What follows belongs to an exercise in optimizing a design on an open flow for small area, a short achievable clock period and few clock cycles per item; a production flow would make more cautious choices. In this exercise RTL edits were held to simulation tests only and were not proved equivalent to the original.

## flow/run.sh

```bash
#!/bin/bash
# The standard layout (the standard.sh, unchanged synthesis and steps), with
# one change: the port buffers that placement inserts are plain buf_2 cells
# rather than the delay-cell buffers the resizer picks by default, which later
# repair (restricted to the same cell footprint) cannot resize.
set -euo pipefail
bash standard.sh "BUFFER_PORTS_ARGS=-buffer_cell sky130_fd_sc_hd__buf_2" finish > standard.log 2>&1
```

## standard.sh

```bash
#!/bin/bash
# synth_recipe.tcl (not shown) runs the flow's synth.tcl, then flattens the netlist and writes it again
# the make line also repeats each setting of config.mk as NAME=value (left out here)
make -C /OpenROAD-flow-scripts/flow DESIGN_CONFIG=/design/flow/config.mk WORK_HOME=/design/flow/orfs CLKGATE_MAP_FILE= SYNTH_SCRIPT=/design/flow/synth_recipe.tcl "${@:-finish}"
```

## config.mk

```make
export PLATFORM = sky130hd
export DESIGN_NAME = fc_top
export DESIGN_NICKNAME = fc_top
export VERILOG_FILES = /design/flow/design.v
export SDC_FILE = /design/flow/constraint.sdc
export NUM_CORES = 4
export LEC_CHECK = 0
export ABC_CLOCK_PERIOD_IN_PS = 2600
export CAP_MARGIN = 20
export CORE_MARGIN = 2
export CORE_UTILIZATION = 40
export CTS_BUF_LIST = sky130_fd_sc_hd__clkbuf_8 sky130_fd_sc_hd__clkbuf_16
export CTS_CLUSTER_DIAMETER = 80
export CTS_CLUSTER_SIZE = 24
export PLACE_DENSITY = 0.6
export SETUP_SLACK_MARGIN = 3.5
export SLEW_MARGIN = 20
```

## constraint.sdc

```tcl
create_clock -name core_clock -period 6.0 [get_ports {clk}]
set_input_delay 1.2000 -clock core_clock [delete_from_list [all_inputs] [get_ports {clk}]]
set_output_delay 1.2000 -clock core_clock [all_outputs]
set_load 0.01 [all_outputs]
```

## design.v

```verilog
`timescale 1ns/1ps
`default_nettype none
package fc_pkg;
  typedef logic signed [8-1:0] act_t;      
  typedef act_t [2-1:0] act_beat_t;         
  typedef logic signed [8-1:0] weight_t;
  typedef weight_t [3-1:0] weight_word_t;      
  typedef logic [3-1:0][8-1:0] lane_vec_t;
  typedef struct packed {
    logic [$clog2((6 / 3))-1:0] group;           
    lane_vec_t [2-1:0]     lanes;           
  } result_t;
  typedef struct packed {
    logic                  en;
    logic [3-1:0] addr;                    
    act_beat_t             data;
  } buf_wr_t;
endpackage
`default_nettype wire
`timescale 1ns/1ps
`default_nettype none
module fc_mul_rows (
  input  logic [7:0]  a,
  input  logic [3:0]  one,
  input  logic [3:0]  two,
  input  logic [7:0]  w,
  output logic [15:0] row_a,
  output logic [15:0] row_b
);
  wire r0_0 = ((one[0] & w[0])) ^ a[1];
  wire r0_1 = ((one[0] & w[1]) | (two[0] & w[0])) ^ a[1];
  wire r0_2 = ((one[0] & w[2]) | (two[0] & w[1])) ^ a[1];
  wire r0_3 = ((one[0] & w[3]) | (two[0] & w[2])) ^ a[1];
  wire r0_4 = ((one[0] & w[4]) | (two[0] & w[3])) ^ a[1];
  wire r0_5 = ((one[0] & w[5]) | (two[0] & w[4])) ^ a[1];
  wire r0_6 = ((one[0] & w[6]) | (two[0] & w[5])) ^ a[1];
  wire r0_7 = ((one[0] & w[7]) | (two[0] & w[6])) ^ a[1];
  wire r0_8 = ((one[0] & w[7]) | (two[0] & w[7])) ^ a[1];
  wire rn0 = ~r0_8;
  wire r1_0 = ((one[1] & w[0])) ^ a[3];
  wire r1_1 = ((one[1] & w[1]) | (two[1] & w[0])) ^ a[3];
  wire r1_2 = ((one[1] & w[2]) | (two[1] & w[1])) ^ a[3];
  wire r1_3 = ((one[1] & w[3]) | (two[1] & w[2])) ^ a[3];
  wire r1_4 = ((one[1] & w[4]) | (two[1] & w[3])) ^ a[3];
  wire r1_5 = ((one[1] & w[5]) | (two[1] & w[4])) ^ a[3];
  wire r1_6 = ((one[1] & w[6]) | (two[1] & w[5])) ^ a[3];
  wire r1_7 = ((one[1] & w[7]) | (two[1] & w[6])) ^ a[3];
  wire r1_8 = ((one[1] & w[7]) | (two[1] & w[7])) ^ a[3];
  wire rn1 = ~r1_8;
  wire r2_0 = ((one[2] & w[0])) ^ a[5];
  wire r2_1 = ((one[2] & w[1]) | (two[2] & w[0])) ^ a[5];
  wire r2_2 = ((one[2] & w[2]) | (two[2] & w[1])) ^ a[5];
  wire r2_3 = ((one[2] & w[3]) | (two[2] & w[2])) ^ a[5];
  wire r2_4 = ((one[2] & w[4]) | (two[2] & w[3])) ^ a[5];
  wire r2_5 = ((one[2] & w[5]) | (two[2] & w[4])) ^ a[5];
  wire r2_6 = ((one[2] & w[6]) | (two[2] & w[5])) ^ a[5];
  wire r2_7 = ((one[2] & w[7]) | (two[2] & w[6])) ^ a[5];
  wire r2_8 = ((one[2] & w[7]) | (two[2] & w[7])) ^ a[5];
  wire rn2 = ~r2_8;
  wire r3_0 = ((one[3] & w[0])) ^ a[7];
  wire r3_1 = ((one[3] & w[1]) | (two[3] & w[0])) ^ a[7];
  wire r3_2 = ((one[3] & w[2]) | (two[3] & w[1])) ^ a[7];
  wire r3_3 = ((one[3] & w[3]) | (two[3] & w[2])) ^ a[7];
  wire r3_4 = ((one[3] & w[4]) | (two[3] & w[3])) ^ a[7];
  wire r3_5 = ((one[3] & w[5]) | (two[3] & w[4])) ^ a[7];
  wire r3_6 = ((one[3] & w[6]) | (two[3] & w[5])) ^ a[7];
  wire r3_7 = ((one[3] & w[7]) | (two[3] & w[6])) ^ a[7];
  wire r3_8 = ((one[3] & w[7]) | (two[3] & w[7])) ^ a[7];
  wire rn3 = ~r3_8;
  wire m1, m2;
  assign {m2, m1} = r0_6 + r1_4;
  wire m3, m4;
  assign {m4, m3} = r0_7 + r1_5;
  wire m5, m6;
  assign {m6, m5} = r0_8 + r1_6;
  wire m7, m8;
  assign {m8, m7} = r0_8 + r1_7;
  wire m9, m10;
  assign {m10, m9} = rn0 + rn1;
  wire m11, m12;
  assign {m12, m11} = r0_4 + r1_2;
  wire m13, m14;
  assign {m14, m13} = r0_5 + r1_3;
  wire m15, m16;
  assign {m16, m15} = m1 + r2_2 + r3_0;
  wire m17, m18;
  assign {m18, m17} = m2 + m3 + r2_3;
  wire m19, m20;
  assign {m20, m19} = m4 + m5 + r2_4;
  wire m21, m22;
  assign {m22, m21} = m6 + m7 + r2_5;
  wire m23, m24;
  assign {m24, m23} = m8 + m9 + r2_6;
  wire m25, m26;
  assign {m26, m25} = m10 + r2_7 + r3_5;
  wire m27, m28;
  assign {m28, m27} = r0_2 + r1_0;
  wire m29, m30;
  assign {m30, m29} = r0_3 + r1_1;
  wire m31, m32;
  assign {m32, m31} = m11 + r2_0 + a[5];
  wire m33, m34;
  assign {m34, m33} = m12 + m13 + r2_1;
  wire m35, m36;
  assign {m36, m35} = m14 + m15 + a[7];
  wire m37, m38;
  assign {m38, m37} = m16 + m17 + r3_1;
  wire m39, m40;
  assign {m40, m39} = m18 + m19 + r3_2;
  wire m41, m42;
  assign {m42, m41} = m20 + m21 + r3_3;
  wire m43, m44;
  assign {m44, m43} = m22 + m23 + r3_4;
  wire m45, m46;
  assign {m46, m45} = m24 + m25 + 1'b1;
  wire m47, m48;
  assign {m48, m47} = m26 + rn2 + r3_6;
  wire m49, m50;
  assign {m50, m49} = r3_7 + 1'b1;
  assign row_a = {1'b0, m50, m48, m46, m44, m42, m40, m38, m36, m34, m32, m30, m28, m27, r0_1, r0_0};
  assign row_b = {1'b0, rn3, m49, m47, m45, m43, m41, m39, m37, m35, m33, m31, m29, a[3], 1'b0, a[1]};
endmodule
module fc_booth_enc (
  input  logic [7:0] a,
  output logic [3:0] one,
  output logic [3:0] two
);
  for (genvar k = 0; k < 4; k++)
  begin : g_dig
    logic lo;
    assign lo     = (k == 0) ? 1'b0 : a[2*k-1];
    assign one[k] = a[2*k] ^ lo;
    assign two[k] = (a[2*k+1] & ~a[2*k] & ~lo) | (~a[2*k+1] & a[2*k] & lo);
  end
endmodule
module fc_acc_add (
  input  logic [18:0] acc,
  input  logic [1:0]  cin,
  input  logic [15:0] row_a,
  input  logic [15:0] row_b,
  output logic [18:0] sum,
  output logic [1:0]  cout
);
  wire s1, s2;
  assign {s2, s1} = acc[0] + row_a[0];
  wire s3, s4;
  assign {s4, s3} = acc[1] + row_a[1];
  wire s5, s6;
  assign {s6, s5} = acc[2] + row_a[2] + row_b[2];
  wire s7, s8;
  assign {s8, s7} = acc[3] + row_a[3] + row_b[3];
  wire s9, s10;
  assign {s10, s9} = acc[4] + row_a[4] + row_b[4];
  wire s11, s12;
  assign {s12, s11} = acc[5] + row_a[5] + row_b[5];
  wire s13, s14;
  assign {s14, s13} = acc[6] + row_a[6] + row_b[6];
  wire s15, s16;
  assign {s16, s15} = acc[7] + row_a[7] + row_b[7];
  wire s17, s18;
  assign {s18, s17} = acc[8] + row_a[8] + row_b[8];
  wire s19, s20;
  assign {s20, s19} = acc[9] + row_a[9] + row_b[9];
  wire s21, s22;
  assign {s22, s21} = acc[10] + row_a[10] + row_b[10];
  wire s23, s24;
  assign {s24, s23} = acc[11] + row_a[11] + row_b[11];
  wire s25, s26;
  assign {s26, s25} = acc[12] + row_a[12] + row_b[12];
  wire s27, s28;
  assign {s28, s27} = acc[13] + row_a[13] + row_b[13];
  wire s29, s30;
  assign {s30, s29} = acc[14] + row_a[14] + row_b[14];
  wire s31, s32;
  assign {s32, s31} = acc[15] + 1'b1;
  wire s33, s34;
  assign {s34, s33} = acc[16] + 1'b1;
  wire s35, s36;
  assign {s36, s35} = acc[17] + 1'b1;
  wire s37, s38;
  assign {s38, s37} = acc[18] + 1'b1;
  wire [18:0] sa = {s36, s34, s32, s30, s28, s26, s24, s22, s20, s18, s16, s14, s12, s10, s8, s6, s4, s2, s1};
  wire [18:0] sb = {s37, s35, s33, s31, s29, s27, s25, s23, s21, s19, s17, s15, s13, s11, s9, s7, s5, s3, row_b[0]};
  assign {cout[0], sum[6:0]} = 8'(sa[6:0]) + 8'(sb[6:0]);
  wire [7:0] g1 = {1'b0, sa[12:7], cin[0]} + {1'b0, sb[12:7], cin[0]};
  assign {cout[1], sum[12:7]} = g1[7:1];
  wire [7:0] g2 = {1'b0, sa[18:13], cin[1]} + {1'b0, sb[18:13], cin[1]};
  assign sum[18:13] = g2[6:1];
endmodule
module fc_acc_value (
  input  logic [18:0] acc,
  input  logic [1:0]  cq,
  output logic [18:0] v
);
  assign v = acc + ((19'(cq[0]) << 7) | (19'(cq[1]) << 13));
endmodule
`default_nettype wire
`timescale 1ns/1ps
`default_nettype none
module fc_top (
  input  logic        clk,
  input  logic        rst_n,
  input  logic        act_valid,
  input  logic [15:0] act_data,
  output logic        act_ready,
  input  logic        weight_valid,
  input  logic [23:0] weight_data,
  output logic        weight_ready,
  output logic        result_valid,
  output logic [48:0] result,
  input  logic        result_ready
);
  logic [15:0] ring [8];        
  logic [2:0]  tk;              
  logic [2:0]  a_idx;           
  logic        a_ahead;         
  logic        wr;
  logic        idle;
  logic [2:0]  m_idx;           
  logic        m_ph;            
  logic        wx;              
  logic        w_last;
  logic [23:0] w_r;
  logic        s1_first, s1_last, s1_ph;
  logic        s1_first_n;      
  logic        s1_v, s1_z;      
  logic        s2_last, s2_ph;
  logic        pend;            
  logic        pend_g;
  logic        res_load;
  assign idle = !a_ahead && (a_idx == 3'd0) && !m_ph && (m_idx == 3'd0);
  assign wr = act_valid && a_rdy;
  assign wx     = weight_valid && !w_rdy_n;
  assign w_last = (m_idx == 3'd7);
  assign res_load = pend && (!result_valid || result_ready);
  always_ff @(posedge clk)
  begin
    ring[0] <= (act_valid && a_rdy_d) ? act_data : ring[7];
    for (int k = 1; k < 8; k++)
      ring[k] <= ring[k-1];
    w_r <= (weight_valid && w_rdy_d) ? weight_data : 24'd0;
  end
  logic [2:0] tk_n, a_idx_n, m_idx_n;
  logic       a_ahead_n, m_ph_n, pend_n, rv_n;
  always_comb
  begin
    tk_n      = (idle && !wr) ? 3'd0 : tk1;
    a_idx_n   = wr ? a1 : a_idx;
    a_ahead_n = a_ahead ^ ((wr && (a_idx == 3'd7)) != (wx && m_ph && w_last));
    m_idx_n   = wx ? m1 : m_idx;
    m_ph_n    = m_ph ^ (wx && w_last);
    pend_n    = s2_last || (pend && !res_load);
    rv_n      = res_load || (result_valid && !result_ready);
  end
  logic [3:0] act_rdy_c, w_rdy_c;
  logic [2:0] tk1, a1, m1;
  always_ff @(posedge clk or negedge rst_n)
  begin
    if (!rst_n)
    begin
      tk1 <= 3'd1;
      a1  <= 3'd1;
      m1  <= 3'd1;
    end
    else
    begin
      tk1 <= (idle && !wr) ? 3'd1 : tk1 + 1'b1;
      if (wr)
        a1 <= a1 + 1'b1;
      if (wx)
        m1 <= m1 + 1'b1;
    end
  end
  for (genvar c = 0; c < 4; c++)
  begin : g_rdy
    localparam bit WR = c[1];
    localparam bit WX = c[0];
    logic [2:0] tk_x, a_idx_x, m_idx_x;
    logic       a_ahead_x, m_ph_x;
    logic [2:0] tkm1_x;    
    always_comb
    begin
      tk_x      = (idle && !WR) ? 3'd0 : tk1;
      tkm1_x    = (idle && !WR) ? 3'd7 : tk;
      a_idx_x   = WR ? a1 : a_idx;
      a_ahead_x = a_ahead ^ ((WR && (a_idx == 3'd7)) != (WX && m_ph && w_last));
      m_idx_x   = WX ? m1 : m_idx;
      m_ph_x    = m_ph ^ (WX && w_last);
    end
    assign act_rdy_c[c] = (tk_x == a_idx_x)
                          && (!a_ahead_x || (m_ph_x && (m_idx_x > a_idx_x)));
    assign w_rdy_c[c]   = (tkm1_x == m_idx_x)
                          && (m_ph_x || a_ahead_x || (a_idx_x > m_idx_x));
  end
  logic act_ready_n;    
  logic a_rdy;          
  logic w_rdy_n;        
  logic a_rdy_d;        
  logic w_rdy_d;        
  logic w_blk;
  assign w_blk = (wx ? w_last : (m_idx == 3'd0))
                 && (s2_last || pend || (result_valid && !result_ready));
  always_ff @(posedge clk or negedge rst_n)
  begin
    if (!rst_n)
    begin
      act_ready_n  <= 1'b0;
      weight_ready <= 1'b0;
      a_rdy        <= 1'b1;
      w_rdy_n      <= 1'b1;
    end
    else
    begin
      act_ready_n  <= !act_rdy_c[{wr, wx}];
      weight_ready <= w_rdy_c[{wr, wx}] && !w_blk;
      a_rdy        <= act_rdy_c[{wr, wx}];
      w_rdy_n      <= !(w_rdy_c[{wr, wx}] && !w_blk);
    end
  end
  always_ff @(posedge clk)
  begin
    a_rdy_d <= act_rdy_c[{wr, wx}];
    w_rdy_d <= w_rdy_c[{wr, wx}] && !w_blk;
  end
  assign act_ready = !act_ready_n;
  always_ff @(posedge clk or negedge rst_n)
  begin
    if (!rst_n)
    begin
      tk           <= '0;
      a_idx        <= '0;
      a_ahead      <= 1'b0;
      m_idx        <= '0;
      m_ph         <= 1'b0;
      s1_first     <= 1'b0;
      s1_last      <= 1'b0;
      s2_last      <= 1'b0;
      pend         <= 1'b0;
      result_valid <= 1'b0;
    end
    else
    begin
      tk           <= tk_n;
      a_idx        <= a_idx_n;
      a_ahead      <= a_ahead_n;
      m_idx        <= m_idx_n;
      m_ph         <= m_ph_n;
      s1_first     <= wx && (m_idx == 3'd0);
      s1_last      <= wx && w_last;
      s2_last      <= s1_last;
      pend         <= pend_n;
      result_valid <= rv_n;
    end
  end
  always_ff @(posedge clk)
  begin
    s1_ph      <= m_ph;
    s1_first_n <= !(wx && (m_idx == 3'd0));
    s1_v       <= wx;
    s1_z       <= (m_idx == 3'd0);
    s2_ph <= s1_ph;
    if (s2_last)
      pend_g <= s2_ph;
  end
  localparam int NCUT = 2;    
  logic [41:0] res_q;
  logic        res_g;
  for (genvar b = 0; b < 2; b++)
  begin : g_img
    logic [3:0] one_n, two_n, one_r, two_r;
    fc_booth_enc u_enc (
      .a   (ring[0][8*b +: 8]),
      .one (one_n),
      .two (two_n)
    );
    always_ff @(posedge clk)
    begin
      one_r <= one_n;
      two_r <= two_n;
    end
    for (genvar j = 0; j < 3; j++)
    begin : g_lane
      logic [15:0] row_a, row_b;
      logic [15:0] p_a, p_b;        
      logic [18:0] acc;
      logic [18:0] sum;
      logic        clr_l;           
      fc_mul_rows u_mul (
        .a     (ring[1][8*b +: 8]),
        .one   (one_r),
        .two   (two_r),
        .w     (w_r[8*j +: 8]),
        .row_a (row_a),
        .row_b (row_b)
      );
      localparam int L = 3 * b + j;
      logic clr_q;
      if (L == 0)
      begin : g_c0
        always_ff @(posedge clk) clr_q <= s1_first;
        assign clr_l = clr_q;
      end
      else if (L == 1)
      begin : g_c1
        always_ff @(posedge clk) clr_q <= !s1_first;
        assign clr_l = !clr_q;
      end
      else if (L == 2)
      begin : g_c2
        always_ff @(posedge clk) clr_q <= s1_first_n;
        assign clr_l = !clr_q;
      end
      else if (L == 3)
      begin : g_c3
        always_ff @(posedge clk) clr_q <= !s1_first_n;
        assign clr_l = clr_q;
      end
      else if (L == 4)
      begin : g_c4
        always_ff @(posedge clk) clr_q <= s1_v && s1_z;
        assign clr_l = clr_q;
      end
      else
      begin : g_c5
        always_ff @(posedge clk) clr_q <= !(s1_v && s1_z);
        assign clr_l = !clr_q;
      end
      logic [NCUT-1:0] cq, cout;
      logic [18:0]     accv;
      fc_acc_add u_add (
        .acc   (clr_l ? 19'd0 : acc),
        .cin   (clr_l ? NCUT'(0) : cq),
        .row_a (p_a),
        .row_b (p_b),
        .sum   (sum),
        .cout  (cout)
      );
      fc_acc_value u_val (
        .acc (acc),
        .cq  (cq),
        .v   (accv)
      );
      always_ff @(posedge clk)
      begin
        p_a <= row_a;
        p_b <= row_b;
        acc <= sum;
        cq  <= cout;
        if (res_load)
          res_q[7*(3*b+j) +: 7] <= accv[18] ? 7'd0
                                 : (|accv[17:11]) ? 7'd127
                                 : accv[10:4];
      end
    end
  end
  always_ff @(posedge clk)
  begin
    if (res_load)
      res_g <= pend_g;
  end
  assign result = {res_g,
                   1'b0, res_q[35 +: 7], 1'b0, res_q[28 +: 7], 1'b0, res_q[21 +: 7],
                   1'b0, res_q[14 +: 7], 1'b0, res_q[ 7 +: 7], 1'b0, res_q[ 0 +: 7]};
endmodule
`default_nettype wire
```

==> flow_metrics.tcl, run 1 <==
set metrics [dict create \
    status "finished clean" \
    synth.distinct_cells 65 \
    maxCapViolations 0 \
    met2_usage_pct 28.4 \
    synthFlopType "dfxtp_1" \
    drtIter0Drc 978 \
    crit_buf_inv 2 \
    finalClockSkew_ns 0.0240 \
    fin_ws_ns 3.56 \
    critical_path.startpoint_type "flip-flop" \
    core_um2 68500 \
    fmax_mhz 409 \
    drc 0 \
    cp_common_cell "a21oi_1" \
    die_area_um2 71100 \
    ys_ff_latch 540 \
    grtUsageMet1_pct 22.2 \
    cp_slowest_cell "fa_1" \
    die_w_um 267 \
    hold_viol 0 \
    path_clk_slew_ns 0.10 \
    via_count 17600 \
    clock-sinks 540 \
    port_buffers 90 \
    syn_to_final_growth_pct 9.92 \
    grt_start_max_net_pins 44 \
    row_count 96 \
    ys_warn_count 3 \
    fin_crit_sh_pct 40.7 \
    rsz0062_at_grt "true" \
    grt_pass1_vias 18300 \
    synth.top_cell.area_share_pct 33.9 \
    r2r_start "ring[2][11]" \
    hold_end "ring[7][10]" \
    tightest_slew_ns 0.908 \
    synth.area.top_cells "dfxtp_1 (34%), fa_1 (13%), ha_1 (9.7%)" \
    dieHeight_um 267 \
    async_flop_share_pct 5.37 \
    grt_pass1_wl_mm 95.2 \
    cts_made_buffers 34 \
    crit_fanout 3 \
    min_path_type "reg2reg" \
    grt_overflow_total 0 \
    gp_congestion 0.833 \
    max_slew_margin_pct 39.3 \
    grt.met3_usage_pct 2.56 \
    final_common_cell "dfxtp_1" \
    hpwl_mm 42.1 \
    post-route-util_pct 44.3 \
    holdPathStages 0 \
    final.setup.tns_ns 0 \
    ys_seq_area_share_pct 41.3 \
    fin_area_um2 30300 \
    clockRootBuffer "clkbuf_16" \
    grt_usage_pct 16.7 \
    cts_buffer_depth 3 \
    maxSlewViolCount 0 \
    nets 3032 \
    initial_core_util_pct 40.3 \
    max_stage_delay_ns 0.58 \
    finalSetupViolCount 0 \
    syn_inst 2556 \
    antenna_left 0 \
    place_ws_ns 2.86 \
    min_period_ns 2.44 \
    cp.arrival_ns 2.88 \
    fill_cells 6404 \
    grt_busiest_layer "met2" \
    routed_wl_mm 59.2 \
    path_class "reg2reg" \
    rrSetupSlack_ns 3.56 \
    layout_common_cells "dfxtp_1 (433), inv_1 (299), xnor2_1 (267)" \
    via_per_inst 5.02 \
    path_cells "clkinvlp_4 -> fa_1 -> inv_1 -> ha_1 -> a21oi_1 -> o21bai_1 -> a21oi_1 -> o21ai_0" \
    hold_buffers 0 \
    first_pass_iters 5 \
    worstPathRequired_ns 6.44 \
    insertion_delay_ns 0.57 \
    htreeDepth 2 \
    hold_start "ring[6][10]" \
    yosysTopAreaCell "dfxtp_1" \
    drive_gt1_share_pct 11.4 \
    placed_area_um2 28700 \
    cts_tree "yes" \
    ff2ff_path_depth 8 \
    antenna_found_initial 4 \
    synth_edf_count 44 \
    startpoint "ring[2][11]" \
    critical-path-top-delay-family "adder cells" \
    cp-end-kind "flip-flop" \
    boundaryPins 97 \
    wl_per_cell_um 16.9 \
    syn_area_um2 27600 \
    num_antenna_cells 0 \
    whs_ns 0.324 \
    syn_avg_cell_area_um2 10.8 \
    rr_endpoint "g_img[1].g_lane[0].cq[0]" \
]
worst max-delay path by stage:
stage | endpoint | slack (ns) | depth (start not counted)
6_report | g_img[1].g_lane[0].cq[0] | 3.56 | 8
5_1_grt | g_img[1].g_lane[0].p_b[10] | 3.45 | 8
4_1_cts | g_img[1].g_lane[0].p_b[10] | 3.45 | 8
3_5_place_dp | weight_ready | 2.86 | 8
3_3_place_gp | weight_ready | 2.96 | 8
2_1_floorplan | g_img[0].g_lane[0].cq[1] | 3.50 | 9
registers in the layout (all words and copies together), names as in the netlist, 3 cells and up:
register and flops:
g_img.one_r 6, g_img.two_r 8, g_img.g_lane.acc 114, w_r 24, g_img.g_lane.clr_q 6, tk 3, m1 3, res_q 42
ring 128, g_img.g_lane.p_b 72, tk1 3, g_img.g_lane.cq 12, g_img.g_lane.p_a 90, a_idx 3, m_idx 3, a1 3
metal layers:
layer,wire length [um],share of wire [%]
met5,0,0
met4,1120,1.9
met3,3130,5.3
met2,28000,47
met1,26900,45
logic make-up after synthesis:
family          share of synthesized area, %
flops                                   41.3
buf+inv                                 6.22
mux                                     1.06
fa+ha+maj                               22.3
compound gates                          11.5
other cells                           0.0136
xor+xnor                                11.1
simple gates                            6.43
cell type report:
class,instances,area [um^2],share of cell area (%)
multi-input cells,1577,14600,48.0
inverters,305,1160,3.83
clock buffers,37,915,3.02
clock inverters,21,231,0.763
flip-flops and latches,540,11500,37.9
repair buffers,141,866,2.85
well taps,882,1100,3.64
cell usage after synthesis, drive strengths merged (5+ instances only):
master / number
and3: 34
a31oi: 10
xor2: 83
a21oi: 90
inv: 305
dfxtp: 467
nand2: 107
nand3b: 7
o21a: 48
clkbuf: 109
o21bai: 24
nor2: 24
ha: 214
a21o: 29
a31o: 6
nor2b: 48
edfxtp: 44
nand3: 17
dfstp: 5
fa: 174
dfrtp: 24
a22oi: 169
nand4: 6
o21ai: 70
xnor2: 267
buf: 30
nand2b: 23
and2: 44
nor4: 7
mux2: 25
metrics by stage:
| stage | cells |
|---|---|
| 4_1_cts | 3474 |
| 3_5_place_dp | 3409 |
| 6_report | 3503 |
| 2_1_floorplan | 2561 |
| 3_3_place_gp | 3409 |
| 5_1_grt | 3503 |
repair_timing:
item                                    CTS  global route
resized for setup                        57            39
setup buffers                             7            29
endpoints found under the setup margin  145            43
pin swaps                                 0            16
Testbench counts, summed over its fixed seeds: cycles 5,160, vectors 320.
==> run 2, diff against run 1 <==
--- a/config.mk
+++ b/config.mk
@@ -15,3 +15,3 @@
 export PLACE_DENSITY = 0.6
-export SETUP_SLACK_MARGIN = 3.5
+export SETUP_SLACK_MARGIN = 3.65
 export SLEW_MARGIN = 20
==> run 2 against run 1 <==
Against the previous run: setup slack gained 0.060 ns; design area grew 5.1%; fmax grew 2.5%; global-route usage grew 1.1 points; wire length grew 7.7%; non-clock buffer count grew 79; via count grew 2.7%; final cell count grew 2.4%; critical path type is now reg2out.
==> flow_metrics.tcl, run 2 <==
set metrics [dict create \
    status "finished clean" \
    critical-path-top-delay-family "flip-flops" \
    synthFlopType "dfxtp_1" \
    initial_core_util_pct 40.3 \
    clockRootBuffer "clkbuf_16" \
    syn_inst 2556 \
    maxCapViolations 0 \
    synth.distinct_cells 65 \
    drtIter0Drc 928 \
    boundaryPins 97 \
    fin_crit_sh_pct 39.7 \
    via_per_inst 5.03 \
    yosys-top-cells-count "dfxtp_1 (467), inv_1 (301), xnor2_1 (267)" \
    cts_buffer_depth 3 \
    cts_made_buffers 35 \
    grt_overflow_total 0 \
    synth.top_cell.area_share_pct 33.9 \
    grt_usage_pct 17.9 \
    max_stage_delay_ns 0.44 \
    ys_seq_area_share_pct 41.3 \
    die_area_um2 71100 \
    cp-end-kind "output port" \
    routed_wl_mm 63.7 \
    placed_area_um2 28800 \
    via_count 18100 \
    tightest_slew_ns 0.981 \
    row_count 96 \
    rrSetupSlack_ns 3.63 \
    fin_ws_ns 3.62 \
    final.setup.tns_ns 0 \
    hold_viol 0 \
    fill_cells 6262 \
    min_path_type "reg2reg" \
    place_ws_ns 2.71 \
    core_um2 68500 \
    ys_ff_latch 540 \
    syn_area_um2 27600 \
    syn_to_final_growth_pct 15.5 \
    ys_warn_count 3 \
    largest_reg_flops 128 \
    synth.most_common_cell "dfxtp_1" \
    maxSlewViolCount 0 \
    dieHeight_um 267 \
    worstPathRequired_ns 4.80 \
    grt_pass1_vias 18700 \
    wl_per_cell_um 17.8 \
    max_slew_margin_pct 34.5 \
    htreeDepth 2 \
    cts_tree "yes" \
    synth.area.top_cells "dfxtp_1 (34%), fa_1 (13%), ha_1 (9.7%)" \
    drc 0 \
    hold_start "ring[4][10]" \
    die_w_um 267 \
    layout_common_cells "dfxtp_1 (422), inv_1 (300), xnor2_1 (264)" \
    antenna_found_initial 2 \
    gp_congestion 0.893 \
    antenna_left 0 \
    crit_fanout 1 \
    num_antenna_cells 0 \
    final_common_cell "dfxtp_1" \
    first_pass_iters 6 \
    finalClockSkew_ns 0.0223 \
    crit_buf_inv 1 \
    cp.arrival_ns 1.18 \
    port_buffers 90 \
    yosysTopAreaCell "dfxtp_1" \
    regMostFlops "ring" \
    grt_pass1_wl_mm 101 \
    hpwl_mm 42.0 \
    r2r_start "g_img[0].g_lane[1].clr_q" \
    critical_path.startpoint_type "flip-flop" \
    syn_avg_cell_area_um2 10.8 \
    grt_start_max_net_pins 44 \
    fmax_mhz 419 \
    finalSetupViolCount 0 \
    startpoint "res_q[14]" \
    path_cells "buf_2" \
    clock-sinks 540 \
    min_period_ns 2.38 \
    insertion_delay_ns 0.57 \
    drive_gt1_share_pct 18.6 \
    largestRegisters "ring x128, g_img.g_lane.acc x114, g_img.g_lane.p_a x90" \
    path_class "reg2out" \
    synth_edf_count 44 \
    cp_slowest_cell "edfxtp_1" \
    async_flop_share_pct 5.37 \
    fin_area_um2 31900 \
    rsz0062_at_grt "true" \
    path_clk_slew_ns 0.09 \
    nets 3112 \
]
run 2: cell counts after synthesis:
No cell type changed its count.
run 2: final timing paths:
check                                        endpoint  cells past startpoint
hold reg to reg                           ring[5][10]                      0
setup reg to reg           g_img[0].g_lane[1].acc[11]                      8
setup / recovery                           result[16]                      1
min in group asynchronous                        pend                      1
hold / removal                            ring[5][10]                      0
max in group asynchronous                    m_idx[1]                      1
run 2: kinds of logic after synthesis:
group	after synthesis	share of synthesized area, %
compound gates	474	11.5
xor+xnor	350	11.1
fa+ha+maj	388	22.3
buf+inv	444	6.22
flops	540	41.3
mux	26	1.06
other cells	1	0.0136
simple gates	333	6.43
run 2: routing by layer:
metal	wire length, um	vias to the layer above	GRT usage, %
met1	29000	8958	24.1
met4	1450	2	4.65
met5	7	-	0
li1	-	8645	-
met3	3380	80	2.95
met2	29900	368	29.7
run 2: layout make-up:
cell class	count	area, um^2	area share, %
Timing Repair Buffer	220	1720	5.39
Clock buffer	40	990	3.11
Inverter	305	1170	3.67
Clock inverter	22	220	0.691
Multi-Input combinational cell	1577	15100	47.5
Sequential cell	540	11500	36.2
Tap cell	882	1100	3.46
run 2: what timing repair did:
| item | 4_1_cts | 5_1_grt |
|---|---|---|
| buffers inserted | 58 | 49 |
| hold buffers | 0 | 0 |
| endpoints found under the setup margin | 172 | 101 |
| pin swaps | 22 | 86 |
| gates cloned | 2 | 2 |
| gates resized for setup | 122 | 155 |
run 2: stage by stage:
stage                     hold slack (ns)  util, %  instances
after global placement              0.310     42.0       3413
final                               0.323     46.5       3586
after floorplan                     0.310        -       2561
after CTS                           0.319     45.1       3535
after detailed placement            0.312     42.0       3413
after global routing                0.331     46.5       3586
==> run 3, diff against run 2 <==
--- a/config.mk
+++ b/config.mk
@@ -15,3 +15,3 @@
 export PLACE_DENSITY = 0.6
-export SETUP_SLACK_MARGIN = 3.65
+export SETUP_SLACK_MARGIN = 3.7
 export SLEW_MARGIN = 20
==> run 3 against run 2 <==
Against the previous run: still clean on timing, DRC and antenna; clock-buffer cell count down 4; setup slack better by 0.060 ns; utilization up 0.52 points; via count up 0.64%; critical path type unchanged.
==> flow_metrics.tcl, run 3 <==
set metrics [dict create \
    via_per_inst 5.02 \
    fin_ws_ns 3.68 \
    port_buffers 90 \
    syn_area_um2 27600 \
    synth.most_common_cell "dfxtp_1" \
    insertion_delay_ns 0.59 \
    via_count 18200 \
    hold_buffers 0 \
    ys_ff_latch 540 \
    path_clk_slew_ns 0.08 \
    fin_crit_sh_pct 38.7 \
    ys_seq_area_share_pct 41.3 \
    hpwl_mm 41.5 \
    initial_core_util_pct 40.3 \
    min_period_ns 2.32 \
    whs_ns 0.329 \
    cts_buffer_depth 3 \
    die_area_um2 71100 \
    hold_end "ring[5][10]" \
    row_count 96 \
    clock-sinks 540 \
    path_cells "buf_2" \
    place_inst 3411 \
    routed_wl_mm 62.4 \
    place_ws_ns 3.02 \
    yosys-top-cells-count "dfxtp_1 (467), inv_1 (301), xnor2_1 (267)" \
    antenna_left 0 \
    htreeDepth 2 \
    layout_common_cells "dfxtp_1 (420), inv_1 (288), xnor2_1 (260)" \
    drc 0 \
    rr_endpoint "g_img[0].g_lane[1].acc[6]" \
    tightest_slew_ns 0.864 \
    synth.area.top_cells "dfxtp_1 (34%), fa_1 (13%), ha_1 (9.7%)" \
    cp.arrival_ns 1.12 \
    rsz0062_at_grt "true" \
    largest_reg_flops 128 \
    grt_pass1_wl_mm 98.8 \
    synthFlopType "dfxtp_1" \
    syn_to_final_growth_pct 16.8 \
    die_w_um 267 \
    syn_inst 2556 \
    ff2ff_path_depth 9 \
    critical_path.startpoint_type "flip-flop" \
    final_common_cell "dfxtp_1" \
    critical-path-top-delay-family "flip-flops" \
    grt_usage_pct 17.4 \
    maxSlewViolCount 0 \
    dieHeight_um 267 \
    path_class "reg2out" \
    crit_buf_inv 1 \
    fin_area_um2 32200 \
    maxCapViolations 0 \
    max_slew_margin_pct 42.3 \
    r2r_start "g_img[0].g_lane[1].clr_q" \
    rrSetupSlack_ns 3.68 \
    fill_cells 6248 \
    syn_avg_cell_area_um2 10.8 \
    regArea_um2 11500 \
    max_stage_delay_ns 0.40 \
    hold_start "ring[4][10]" \
    worstPathRequired_ns 4.80 \
    wl_per_cell_um 17.3 \
    drtIter0Drc 1074 \
    yosysTopAreaCell "dfxtp_1" \
    grt_pass1_vias 19000 \
    post-route-util_pct 47.1 \
    cts_tree "yes" \
    drive_gt1_share_pct 21.6 \
    gp_congestion 0.826 \
    antenna_found_initial 4 \
    grt_start_max_net_pins 44 \
    synth.top_cell.area_share_pct 33.9 \
    regMostFlops "ring" \
    async_flop_share_pct 5.37 \
    largestRegisters "ring x128, g_img.g_lane.acc x114, g_img.g_lane.p_a x90" \
    final.setup.tns_ns 0 \
    clockRootBuffer "clkbuf_16" \
    crit_fanout 1 \
    fmax_mhz 430 \
    grt_overflow_total 0 \
    hold_viol 0 \
    nets 3142 \
    finalSetupViolCount 0 \
    cp_slowest_cell "edfxtp_1" \
    cp-end-kind "output port" \
    cts_made_buffers 35 \
    core_um2 68500 \
    min_path_type "reg2reg" \
    synth_edf_count 44 \
    first_pass_iters 5 \
    holdPathStages 0 \
    finalNonFillerCells 3616 \
    status "finished clean" \
    multi_input_area_um2 15400 \
    synth.distinct_cells 65 \
    placed_area_um2 28800 \
    ys_warn_count 3 \
    boundaryPins 97 \
    finalClockSkew_ns 0.0261 \
]
==> run 3: cell counts after synthesis <==
Identical to the previous run, type by type.
==> run 3: kinds of logic after synthesis <==
| family | count (synthesis) | share of synthesized area [%] |
|---|---|---|
| AOI/OAI and AO/OA | 474 | 11.5 |
| xor gates and xnor gates | 350 | 11.1 |
| adders and majority gates | 388 | 22.3 |
| buffers and inverters | 444 | 6.22 |
| DFF | 540 | 41.3 |
| muxes | 26 | 1.06 |
| other | 1 | 0.0136 |
| and+or+nand+nor | 333 | 6.43 |
==> run 3: worst reg2reg max path, cell delays in order (launching register included) <==
cell,delay [ns]
dfxtp_4,0.43
nand2_1,0.09
fa_1,0.48
inv_1,0.05
ha_1,0.36
a21o_1,0.24
a21oi_2,0.17
o21bai_1,0.11
a21oi_1,0.20
xnor2_1,0.13
==> run 3: area by class of cell <==
class | instances | share of cell area (%)
Multi-Input combinational cell | 1577 | 47.8
Sequential cell | 540 | 35.8
Timing Repair Buffer | 250 | 5.87
Inverter | 305 | 3.62
Tap cell | 882 | 3.42
Clock buffer | 36 | 2.80
Clock inverter | 25 | 0.672
Antenna cell | 1 | 0.00776
==> run 3: how the worst max path moves through the flow <==
stage / from / endpoint / slack, ns / cells past startpoint
4_1_cts: g_img[0].g_lane[1].clr_q / g_img[0].g_lane[1].acc[12] / 3.63 / 10
2_1_floorplan: ring[1][8] / g_img[1].g_lane[0].p_b[6] / 3.65 / 9
3_5_place_dp: weight_valid / weight_ready / 3.02 / 8
3_3_place_gp: ring[1][0] / g_img[0].g_lane[2].p_b[10] / 3.06 / 8
6_report: res_q[9] / result[10] / 3.68 / 1
5_1_grt: g_img[1].g_lane[0].clr_q / g_img[1].g_lane[0].acc[11] / 3.60 / 10
==> run 3: repair_timing <==
action | CTS | global route
endpoints found under the hold margin | 0 | 0
pin swaps | 72 | 121
gates cloned | 1 | 1
resized for setup | 156 | 186
setup buffers | 81 | 59
endpoints found under the setup margin | 210 | 156
==> run 3: per-layer routing <==
| layer | vias up | GRT usage, % | share of wire [%] |
|---|---|---|---|
| met1 | 9015 | 22.6 | 44 |
| met5 | - | 0 | 0.018 |
| li1 | 8713 | - | - |
| met2 | 342 | 29.9 | 48 |
| met3 | 97 | 2.54 | 4.8 |
| met4 | 2 | 5.42 | 2.7 |
==> run 4, diff against run 3 <==
--- a/config.mk
+++ b/config.mk
@@ -17 +17,2 @@
 export SLEW_MARGIN = 20
+export TNS_END_PERCENT = 10
==> run 4 against run 3 <==
Against the previous run: via count shrank 0.43%; synthesized cell count is the same; setup slack worse by 0.054 ns; final cell count shrank 1.7%; register-to-register slack worse by 0.05 ns; critical endpoint is now result[18]; still clean on timing, DRC and antenna.
==> flow_metrics.tcl, run 4 <==
set metrics [dict create \
    status "finished clean" \
    num_antenna_cells 0 \
    final_common_cell "dfxtp_1" \
    ff2ff_path_depth 9 \
    wl_per_cell_um 17.4 \
    async_flop_share_pct 5.37 \
    grt_pass1_wl_mm 97.9 \
    syn_area_um2 27600 \
    hpwl_mm 43.0 \
    grt_start_max_net_pins 44 \
    hold_viol 0 \
    grt_overflow_total 0 \
    min_path_type "reg2reg" \
    whs_ns 0.330 \
    syn_to_final_growth_pct 13.5 \
    rsz0062_at_grt "true" \
    cts_tree "yes" \
    synth.top_cell.area_share_pct 33.9 \
    synth.most_common_cell "dfxtp_1" \
    insertion_delay_ns 0.59 \
    cp.arrival_ns 1.18 \
    fin_area_um2 31300 \
    ys_ff_latch 540 \
    antenna_left 0 \
    die_w_um 267 \
    path_clk_slew_ns 0.09 \
    ys_seq_area_share_pct 41.3 \
    synth.distinct_cells 65 \
    largestRegisters "ring x128, g_img.g_lane.acc x114, g_img.g_lane.p_a x90" \
    grt_usage_pct 17.4 \
    path_depth 1 \
    synthFlopType "dfxtp_1" \
    critical_path.startpoint_type "flip-flop" \
    maxCapViolations 0 \
    finalSetupViolCount 0 \
    fin_crit_sh_pct 39.6 \
    fill_cells 6332 \
    clockRootBuffer "clkbuf_16" \
    first_pass_iters 5 \
    core_um2 68500 \
    die_area_um2 71100 \
    largest_reg_flops 128 \
    worstPathRequired_ns 4.80 \
    synth.area.top_cells "dfxtp_1 (34%), fa_1 (13%), ha_1 (9.7%)" \
    min_period_ns 2.38 \
    max_slew_margin_pct 32.2 \
    tightest_slew_ns 1.01 \
    final.setup.tns_ns 0 \
    syn_avg_cell_area_um2 10.8 \
    syn_inst 2556 \
    cp-end-kind "output port" \
    max_stage_delay_ns 0.43 \
    critical-path-top-delay-family "flip-flops" \
    regArea_um2 11500 \
    yosysTopAreaCell "dfxtp_1" \
    fin_ws_ns 3.62 \
    drc 0 \
    cp_slowest_cell "edfxtp_1" \
    path_cells "buf_2" \
    drive_gt1_share_pct 16.4 \
    cts_buffer_depth 3 \
    nets 3079 \
    place_ws_ns 2.89 \
    regMostFlops "ring" \
    grt_pass1_vias 18500 \
    post-route-util_pct 45.8 \
    antenna_found_initial 2 \
    htreeDepth 2 \
    maxSlewViolCount 0 \
    clock-sinks 540 \
    holdPathStages 0 \
    cts_made_buffers 35 \
    fmax_mhz 421 \
    placed_area_um2 28700 \
    crit_buf_inv 1 \
    ys_warn_count 3 \
    synth_edf_count 44 \
    via_count 18100 \
    multi_input_area_um2 14900 \
    crit_fanout 1 \
    gp_congestion 0.854 \
    layout_common_cells "dfxtp_1 (422), inv_1 (294), xnor2_1 (265)" \
    initial_core_util_pct 40.3 \
    boundaryPins 97 \
    port_buffers 90 \
    row_count 96 \
    routed_wl_mm 61.8 \
    drtIter0Drc 954 \
    via_per_inst 5.09 \
    path_class "reg2out" \
    yosys-top-cells-count "dfxtp_1 (467), inv_1 (301), xnor2_1 (267)" \
    finalClockSkew_ns 0.0126 \
    dieHeight_um 267 \
]
## run 4: cell counts after synthesis
Identical to the previous run, type by type.
## run 4: final timing paths
check / start / end / slack (ns)
max reg2reg: ring[1][8] / g_img[1].g_lane[1].p_b[6] / 3.63
min in group asynchronous: rst_n / weight_ready / 0.64
min reg2reg: ring[5][6] / ring[6][6] / 0.33
max in group asynchronous: rst_n / a1[2] / 4.93
min: ring[5][6] / ring[6][6] / 0.33
max: res_q[16] / result[18] / 3.62
## run 4: kinds of logic after synthesis
group | after synthesis | synth area share (%)
flip-flops | 540 | 41.3
adder cells (fa/ha/maj) | 388 | 22.3
buffers and inverters | 444 | 6.22
multiplexers | 26 | 1.06
other | 1 | 0.0136
AO/OA/AOI/OAI | 474 | 11.5
AND/OR/NAND/NOR | 333 | 6.43
XOR/XNOR | 350 | 11.1
## run 4: cell type report
type	instances	area share [%]
inverters	305	3.74
repair buffers	187	4.47
clock inverters	24	0.883
clock buffers	39	3.01
well taps	882	3.52
flip-flops and latches	540	36.8
multi-input cells	1577	47.6
## run 4: timing repair
item                                    CTS  global route
hold buffers                              0             0
pin swaps                                26            61
gates resized for setup                 111           118
buffers inserted                         43            34
cloned                                    1             1
endpoints found under the setup margin  216           159
## run 4: stage by stage
stage / instances
after floorplan: 2561
after global routing: 3554
after global placement: 3412
final: 3554
after CTS: 3519
after detailed placement: 3412
## run 4: metal layers
| metal | GRT usage, % | wire, um | up-vias |
|---|---|---|---|
| met5 | 0 | 0 | - |
| met4 | 4.45 | 1350 | 0 |
| met3 | 2.34 | 3010 | 97 |
| met2 | 29.7 | 29700 | 461 |
| met1 | 23.1 | 27700 | 8956 |
| li1 | - | - | 8577 |
==> run 5, diff against run 4 <==
--- a/config.mk
+++ b/config.mk
@@ -15,3 +15,3 @@
 export PLACE_DENSITY = 0.6
-export SETUP_SLACK_MARGIN = 3.7
+export SETUP_SLACK_MARGIN = 3.6
 export SLEW_MARGIN = 20
==> run 5 against run 4 <==
Against the previous run: still clean; critical path type is now reg2reg; highest routed layer unchanged; design area shrank 2.1%; clock skew increased by 0.019 ns; hold slack lost 0.0061 ns; die area unchanged; synthesized cell count unchanged; wire length is 1.5% lower; first-iteration DRC count grew 7.9%.
==> flow_metrics.tcl, run 5 <==
set metrics [dict create \
    status "finished clean" \
    layout_common_cells "dfxtp_1 (431), inv_1 (303), xnor2_1 (266)" \
    routed_wl_mm 60.9 \
    fmax_mhz 419 \
    regMostFlops "ring" \
    grt_pass1_wl_mm 98.5 \
    syn_area_um2 27600 \
    rr_endpoint "g_img[0].g_lane[0].p_b[6]" \
    finalClockSkew_ns 0.0313 \
    hold_start "ring[4][5]" \
    finalSetupViolCount 0 \
    gp_congestion 0.807 \
    first_pass_iters 5 \
    tightest_slew_ns 0.981 \
    fill_cells 6452 \
    path_clk_slew_ns 0.09 \
    grt_start_max_net_pins 44 \
    hold_viol 0 \
    fin_area_um2 30700 \
    via_per_inst 4.99 \
    post-route-util_pct 44.8 \
    antenna_found_initial 0 \
    final.setup.tns_ns 0 \
    die_area_um2 71100 \
    placed_area_um2 28700 \
    antenna_left 0 \
    largest_reg_flops 128 \
    synth_edf_count 44 \
    yosys-top-cells-count "dfxtp_1 (467), inv_1 (301), xnor2_1 (267)" \
    max_slew_margin_pct 34.4 \
    rsz0062_at_grt "true" \
    crit_fanout 16 \
    cp.arrival_ns 2.89 \
    holdPathStages 0 \
    synth.distinct_cells 65 \
    min_period_ns 2.39 \
    place_inst 3412 \
    syn_to_final_growth_pct 11.2 \
    fin_crit_sh_pct 39.8 \
    htreeDepth 2 \
    maxCapViolations 0 \
    synth.most_common_cell "dfxtp_1" \
    cts_tree "yes" \
    async_flop_share_pct 5.37 \
    insertion_delay_ns 0.60 \
    row_count 96 \
    critical_path.startpoint_type "flip-flop" \
    synth.area.top_cells "dfxtp_1 (34%), fa_1 (13%), ha_1 (9.7%)" \
    path_class "reg2reg" \
    maxSlewViolCount 0 \
    wl_per_cell_um 17.3 \
    ys_warn_count 3 \
    yosysTopAreaCell "dfxtp_1" \
    nets 3049 \
    grt_overflow_total 0 \
    drive_gt1_share_pct 13.3 \
    boundaryPins 97 \
    clock-sinks 540 \
    grt_usage_pct 17.4 \
    clockRootBuffer "clkbuf_16" \
    cts_made_buffers 34 \
    dieHeight_um 267 \
    ys_seq_area_share_pct 41.3 \
    min_path_type "reg2reg" \
    largestRegisters "ring x128, g_img.g_lane.acc x114, g_img.g_lane.p_a x90" \
    cp_slowest_cell "fa_1" \
    r2r_start "w_r[4]" \
    hpwl_mm 43.1 \
    syn_avg_cell_area_um2 10.8 \
    rrSetupSlack_ns 3.61 \
    core_um2 68500 \
    num_antenna_cells 0 \
    port_buffers 90 \
    worstPathRequired_ns 6.50 \
    finalNonFillerCells 3523 \
    initial_core_util_pct 40.3 \
    synth.top_cell.area_share_pct 33.9 \
    cp-end-kind "flip-flop" \
    hold_end "ring[5][5]" \
    synthFlopType "dfxtp_1" \
    drc 0 \
    syn_inst 2556 \
    cts_buffer_depth 3 \
    max_stage_delay_ns 0.53 \
    die_w_um 267 \
    grt_pass1_vias 18500 \
    drtIter0Drc 1029 \
    ff2ff_path_depth 8 \
    via_count 17600 \
    ys_ff_latch 540 \
    final_common_cell "dfxtp_1" \
    path_cells "buf_4 -> a22oi_1 -> xnor2_1 -> ha_1 -> fa_1 -> inv_1 -> fa_1 -> inv_1" \
]
-- run 5: cell counts after synthesis --
Identical to the previous run, type by type.
-- run 5: worst max-delay path by stage --
stage	to	depth (start not counted)	start
5_1_grt	g_img[0].g_lane[0].acc[18]	10	g_img[0].g_lane[0].clr_q
4_1_cts	g_img[0].g_lane[1].acc[6]	9	ring[2][3]
3_3_place_gp	weight_ready	8	weight_valid
3_5_place_dp	weight_ready	8	weight_valid
2_1_floorplan	g_img[0].g_lane[0].p_b[6]	8	ring[1][3]
6_report	g_img[0].g_lane[0].p_b[6]	8	w_r[4]
-- run 5: repair_timing --
item,in CTS,in global routing
resized for setup,79,66
setup endpoints to repair,164,87
pin swaps,6,30
setup buffers,28,22
hold buffers,0,0
-- run 5: cell type report --
cell class                 instances  area, um^2  share of cell area [%]
clock buffer                      37         892                    2.91
clock inverter                    24         264                   0.860
inverter                         305        1170                    3.80
multi-input combinational       1577       14700                    47.9
sequential                       540       11500                    37.5
tap                              882        1100                    3.60
timing repair buffer             158        1040                    3.40
-- run 5: layer usage --
layer,share of wire [%],global-route usage (%),vias to the layer above,wire length [um]
met2,48,29.7,272,29200
met1,45,23.3,8736,27600
met5,0,0,-,0
li1,-,-,8508,-
met4,2.1,4.10,0,1300
met3,4.6,2.58,74,2790
-- run 5: critical path: cells and delay by family (launching register included) --
kind	cells	cell delay (ns)
fa+ha+maj	3	1.35
flops	1	0.33
buf+inv	3	0.33
xor+xnor	1	0.14
compound gates	1	0.12
-- run 5: stage by stage --
stage          worst slack (ns)  hold WS, ns
6_report                   3.61        0.323
5_1_grt                    3.52        0.324
4_1_cts                    3.56        0.325
3_5_place_dp               2.86        0.312
3_3_place_gp               2.94        0.310
2_1_floorplan              3.23        0.310
-- run 5: cell families (layout without fill, tap and decap cells) --
| kind of cell | Yosys count | count (layout) | synth area share (%) |
|---|---|---|---|
| DFF | 540 | 540 | 41.3 |
| muxes | 26 | 26 | 1.06 |
| and+or+nand+nor | 333 | 333 | 6.43 |
| adders and majority gates | 388 | 388 | 22.3 |
| buffers and inverters | 444 | 524 | 6.22 |
| xor gates and xnor gates | 350 | 350 | 11.1 |
| other | 1 | 6 | 0.0136 |
| AOI/OAI and AO/OA | 474 | 474 | 11.5 |
==> run 6, diff against run 5 <==
--- a/config.mk
+++ b/config.mk
@@ -17,2 +17 @@
 export SLEW_MARGIN = 20
-export TNS_END_PERCENT = 10
==> run 6 against run 5 <==
Against the previous run: first-iteration DRC count fell by 7.2%; fmax barely moved; sequential cell count is the same; via count grew 0.14%; design area rose by 0.55%; largest cell class unchanged; still clean on timing, DRC and antenna; critical endpoint is now result[12]; synthesized cell count did not move; critical path depth fell by 7; die area stayed put; clock-buffer cell count fell by 6; final cell count about the same.
==> flow_metrics.tcl, run 6 <==
set metrics [dict create \
    status "finished clean" \
    max_slew_margin_pct 34.4 \
    hold_start "ring[3][7]" \
    cts_buffer_depth 3 \
    synth_edf_count 44 \
    largest_reg_flops 128 \
    via_count 17600 \
    initial_core_util_pct 40.3 \
    port_buffers 90 \
    path_clk_slew_ns 0.10 \
    grt_usage_pct 17.2 \
    cp_slowest_cell "edfxtp_1" \
    rsz0062_at_grt "true" \
    boundaryPins 97 \
    gp_congestion 0.799 \
    final_common_cell "dfxtp_1" \
    first_pass_iters 5 \
    min_period_ns 2.39 \
    grt_pass1_wl_mm 97.9 \
    fin_crit_sh_pct 39.8 \
    syn_avg_cell_area_um2 10.8 \
    die_area_um2 71100 \
    async_flop_share_pct 5.37 \
    path_class "reg2out" \
    core_um2 68500 \
    row_count 96 \
    clockRootBuffer "clkbuf_16" \
    tightest_slew_ns 0.981 \
    ys_ff_latch 540 \
    fill_cells 6389 \
    finalClockSkew_ns 0.0247 \
    num_antenna_cells 0 \
    crit_fanout 1 \
    syn_to_final_growth_pct 11.8 \
    ys_seq_area_share_pct 41.3 \
    synth.area.top_cells "dfxtp_1 (34%), fa_1 (13%), ha_1 (9.7%)" \
    die_w_um 267 \
    maxSlewViolCount 0 \
    regMostFlops "ring" \
    largestRegisters "ring x128, g_img.g_lane.acc x114, g_img.g_lane.p_a x90" \
    max_stage_delay_ns 0.40 \
    critical_path.startpoint_type "flip-flop" \
    hold_buffers 0 \
    antenna_left 0 \
    regArea_um2 11500 \
    antenna_found_initial 2 \
    wl_per_cell_um 17.5 \
    drive_gt1_share_pct 14.9 \
    cts_tree "yes" \
    routed_wl_mm 61.6 \
    path_cells "buf_2" \
    dieHeight_um 267 \
    clock-sinks 540 \
    drtIter0Drc 955 \
    grt_start_max_net_pins 44 \
    grt_pass1_vias 18400 \
    fmax_mhz 419 \
    drc 0 \
    r2r_start "ring[1][0]" \
    hpwl_mm 43.3 \
    nets 3057 \
    insertion_delay_ns 0.64 \
    yosysTopAreaCell "dfxtp_1" \
    crit_buf_inv 1 \
    final.setup.tns_ns 0 \
    via_per_inst 5.00 \
    whs_ns 0.316 \
    maxCapViolations 0 \
    layout_common_cells "dfxtp_1 (423), inv_1 (302), xnor2_1 (261)" \
    yosys-top-cells-count "dfxtp_1 (467), inv_1 (301), xnor2_1 (267)" \
    cp-end-kind "output port" \
    worstPathRequired_ns 4.80 \
    synthFlopType "dfxtp_1" \
    syn_inst 2556 \
    cp.arrival_ns 1.19 \
    hold_viol 0 \
    synth.top_cell.area_share_pct 33.9 \
    finalSetupViolCount 0 \
    syn_area_um2 27600 \
    htreeDepth 1 \
    grt_overflow_total 0 \
    cts_made_buffers 31 \
    synth.distinct_cells 65 \
    startpoint "res_q[11]" \
    ys_warn_count 3 \
    multi_input_area_um2 14900 \
    synth.most_common_cell "dfxtp_1" \
    critical-path-top-delay-family "flip-flops" \
    min_path_type "reg2reg" \
]
[run 6: routing by layer]
metal	part of all wire (%)	global-route usage, %
met4	2.5	4.69
met5	0	0
met1	46	23.4
met3	4.5	2.19
met2	47	28.8
[run 6: area by class of cell]
| class | count | share of cell area [%] |
|---|---|---|
| clock inverters | 20 | 0.698 |
| well taps | 882 | 3.58 |
| multi-input cells | 1577 | 48.3 |
| inverters | 305 | 3.76 |
| repair buffers | 169 | 3.84 |
| flip-flops and latches | 540 | 37.4 |
| clock buffers | 31 | 2.51 |
[run 6: worst paths after layout]
kind,depth (start not counted),endpoint,slack [ns]
worst max-delay path,1,result[12],3.61
worst min-delay path,0,ring[4][7],0.32
worst max register to register,9,g_img[0].g_lane[2].p_b[10],3.67
worst min register to register,0,ring[4][7],0.32
max in group asynchronous,1,act_ready_n,4.97
min in group asynchronous,1,m_idx[0],0.59
[run 6: logic make-up (layout without fill, tap and decap cells)]
group | count (synthesis) | count (layout) | share of synthesized area [%]
other | 1 | 6 | 0.0136
muxes | 26 | 26 | 1.06
adders and majority gates | 388 | 388 | 22.3
xor gates and xnor gates | 350 | 350 | 11.1
DFF | 540 | 540 | 41.3
AOI/OAI and AO/OA | 474 | 474 | 11.5
buffers and inverters | 444 | 525 | 6.22
and+or+nand+nor | 333 | 333 | 6.43
[run 6: through the flow]
stage / setup slack, ns / cell area, um^2 / util, % / instances
final: 3.61 / 30900 / 45.1 / 3524
after global routing: 3.53 / 30900 / 45.1 / 3524
after floorplan: 3.60 / 27700 / - / 2561
after global placement: 2.99 / 28700 / 42.0 / 3412
after detailed placement: 2.95 / 28700 / 42.0 / 3412
after CTS: 3.54 / 30100 / 44.0 / 3490
[run 6: what timing repair did]
action,in CTS,in global routing
buffers inserted,27,34
hold endpoints to repair,0,0
setup endpoints to repair,171,85
pin swaps,7,35
gates resized for setup,81,138
==> run 7, diff against run 6 <==
--- a/config.mk
+++ b/config.mk
@@ -14,3 +14,3 @@
 export CTS_CLUSTER_SIZE = 24
-export PLACE_DENSITY = 0.6
+export PLACE_DENSITY = 0.7
 export SETUP_SLACK_MARGIN = 3.6
==> run 7 against run 6 <==
Against the previous run: first-iteration DRC count up 6.0%; critical endpoint is now result[9]; die area is the same; sequential cell count unchanged; utilization decreased by 0.28 points; global-route usage shrank 0.97 points; sequential share of layout area grew 0.31 points; final cell count about the same; critical path type unchanged.
==> flow_metrics.tcl, run 7 <==
set metrics [dict create \
    crit_buf_inv 1 \
    r2r_start "ring[2][3]" \
    clock-sinks 540 \
    layout_common_cells "dfxtp_1 (415), inv_1 (308), xnor2_1 (266)" \
    synth.most_common_cell "dfxtp_1" \
    cts_buffer_depth 3 \
    rrSetupSlack_ns 3.65 \
    critical-path-top-delay-family "flip-flops" \
    grt_usage_pct 16.2 \
    synth_top_family_by_area "adder cells" \
    drc 0 \
    antenna_left 0 \
    die_area_um2 71100 \
    place_inst 3406 \
    hold_end "ring[7][12]" \
    hold_start "ring[6][12]" \
    fin_ws_ns 3.59 \
    syn_avg_cell_area_um2 10.8 \
    fin_crit_sh_pct 40.1 \
    ys_warn_count 3 \
    cts_made_buffers 28 \
    whs_ns 0.318 \
    hold_viol 0 \
    final_common_cell "dfxtp_1" \
    drive_gt1_share_pct 14.4 \
    finalSetupViolCount 0 \
    muxShareOfSynthArea_pct 1.06 \
    grt_busiest_layer "met2" \
    status "finished clean" \
    die_w_um 267 \
    synth.distinct_cells 65 \
    ys_ff_latch 540 \
    port_buffers 90 \
    synth_compound_area_share_pct 11.5 \
    clockRootBuffer "clkbuf_16" \
    final.setup.tns_ns 0 \
    worstPathRequired_ns 4.80 \
    boundaryPins 97 \
    largestRegisters "ring x128, g_img.g_lane.acc x114, g_img.g_lane.p_a x90" \
    antenna_found_initial 2 \
    via_count 17500 \
    syn_inst 2556 \
    via_per_inst 4.98 \
    max_slew_margin_pct 35.0 \
    path_class "reg2out" \
    nets 3054 \
    hpwl_mm 40.1 \
    path_clk_slew_ns 0.10 \
    synthFlopType "dfxtp_1" \
    cp-end-kind "output port" \
    yosysTopAreaCell "dfxtp_1" \
    syn_area_um2 27600 \
    maxSlewViolCount 0 \
    synth_edf_count 44 \
    dieHeight_um 267 \
    met2_usage_pct 25.5 \
    rr_endpoint "g_img[0].g_lane[1].acc[6]" \
    grt_pass1_wl_mm 93.1 \
    synthAdderAreaFrac_pct 22.3 \
    holdPathStages 0 \
    min_period_ns 2.41 \
    synth.top_cell.area_share_pct 33.9 \
    largest_reg_flops 128 \
    htreeDepth 1 \
    place_ws_ns 2.93 \
    insertion_delay_ns 0.61 \
    routed_wl_mm 58.3 \
    wl_per_cell_um 16.6 \
    syn_to_final_growth_pct 11.1 \
    critical_path.startpoint_type "flip-flop" \
    yosys.area_share.simple_pct 6.43 \
    post-route-util_pct 44.8 \
    finalNonFillerCells 3523 \
    row_count 96 \
    async_flop_share_pct 5.37 \
    fin_area_um2 30700 \
    min_path_type "reg2reg" \
    grt_overflow_total 0 \
    cts_tree "yes" \
    first_pass_iters 5 \
    path_cells "buf_2" \
    ff2ff_path_depth 10 \
    grt.met3_usage_pct 2.26 \
    cp.arrival_ns 1.21 \
    tightest_slew_ns 0.973 \
    synth.area.top_cells "dfxtp_1 (34%), fa_1 (13%), ha_1 (9.7%)" \
    cp_slowest_cell "edfxtp_1" \
    maxCapViolations 0 \
    max_stage_delay_ns 0.44 \
    initial_core_util_pct 40.3 \
    fmax_mhz 415 \
    drtIter0Drc 1012 \
    fill_cells 6254 \
    yosys-top-cells-count "dfxtp_1 (467), inv_1 (301), xnor2_1 (267)" \
    rsz0062_at_grt "true" \
    gp_congestion 0.901 \
    regMostFlops "ring" \
    grt_start_max_net_pins 30 \
    crit_fanout 1 \
    grtUsageMet1_pct 23.4 \
    grt_pass1_vias 17700 \
    core_um2 68500 \
    placed_area_um2 28700 \
    synth-xor-area-share_pct 11.1 \
    finalClockSkew_ns 0.0204 \
    ys_seq_area_share_pct 41.3 \
]
## run 7: cell counts after synthesis
No cell type changed its count.
## run 7: metal layers
metal | wire (um) | vias up | part of all wire (%)
li1 | - | 8519 | -
met1 | 27700 | 8478 | 47
met2 | 25700 | 453 | 44
met3 | 3540 | 91 | 6.1
met4 | 1390 | 2 | 2.4
met5 | 13 | - | 0.022
## run 7: final cells by class
cell class              count  area, um^2  share of cell area [%]
diodes                      2        5.00                  0.0163
clock buffers              32         767                    2.50
clock inverters            16         106                   0.347
inverters                 305        1170                    3.82
multi-input cells        1577       14800                    48.4
flip-flops and latches    540       11500                    37.7
well taps                 882        1100                    3.60
repair buffers            169        1120                    3.66
## run 7: how the worst max path moves through the flow
stage	start	to	cells past startpoint
6_report	res_q[8]	result[9]	1
2_1_floorplan	g_img[1].g_lane[0].clr_q	g_img[1].g_lane[0].cq[1]	11
3_5_place_dp	weight_valid	weight_ready	8
3_3_place_gp	weight_valid	weight_ready	6
5_1_grt	res_q[8]	result[9]	1
4_1_cts	res_q[8]	result[9]	1
## run 7: logic make-up (layout without fill, tap and decap cells)
kind of cell | count (synthesis) | in the layout
buf+inv | 444 | 522
simple gates | 333 | 333
xor+xnor | 350 | 350
other cells | 1 | 8
flops | 540 | 540
fa+ha+maj | 388 | 388
mux | 26 | 26
compound gates | 474 | 474
## run 7: repair_timing
| action | in CTS | in global routing |
|---|---|---|
| resized for setup | 86 | 114 |
| setup buffers | 30 | 37 |
| hold buffers | 0 | 0 |
| setup endpoints to repair | 168 | 80 |
| pin swaps | 8 | 39 |

## afterwards: timing with drivers on the ports
The flow's constraints put no driver on any port. The routed layouts listed below were extracted and timed again, unchanged, in two steps.
Step 1 assumes that a clkbuf_16 drives the clock port and a buf_2 every other input.
Step 2 also shifts input and output timing later by t, the mid clock arrival at the registers, as if the neighbouring blocks saw the same clock.
Slacks: ideal / step 1 / step 2; pairs: ideal / step 1.
run | t, ns | setup slack, ns | latest minus earliest clock arrival (ns) | worst register clock-pin slew, ns
run 1 | 0.615 | 3.556 / 3.556 / 3.111 | 0.025 / 0.025 | 0.10 / 0.10
run 2 | 0.622 | 3.616 / 3.556 / 3.149 | 0.031 / 0.032 | 0.10 / 0.10
run 3 | 0.634 | 3.676 / 3.617 / 3.247 | 0.028 / 0.028 | 0.09 / 0.09
run 4 | 0.643 | 3.622 / 3.560 / 3.146 | 0.015 / 0.015 | 0.10 / 0.10
run 5 | 0.643 | 3.612 / 3.576 / 3.090 | 0.033 / 0.032 | 0.10 / 0.10
run 6 | 0.686 | 3.614 / 3.550 / 3.152 | 0.032 / 0.031 | 0.10 / 0.10
run 7 | 0.651 | 3.592 / 3.533 / 3.133 | 0.025 / 0.025 | 0.10 / 0.10
After both steps every run listed still meets setup and hold. For run 5, which loses most, drivers alone change the setup slack by -0.036 ns; drivers and shift together by -0.522 ns.
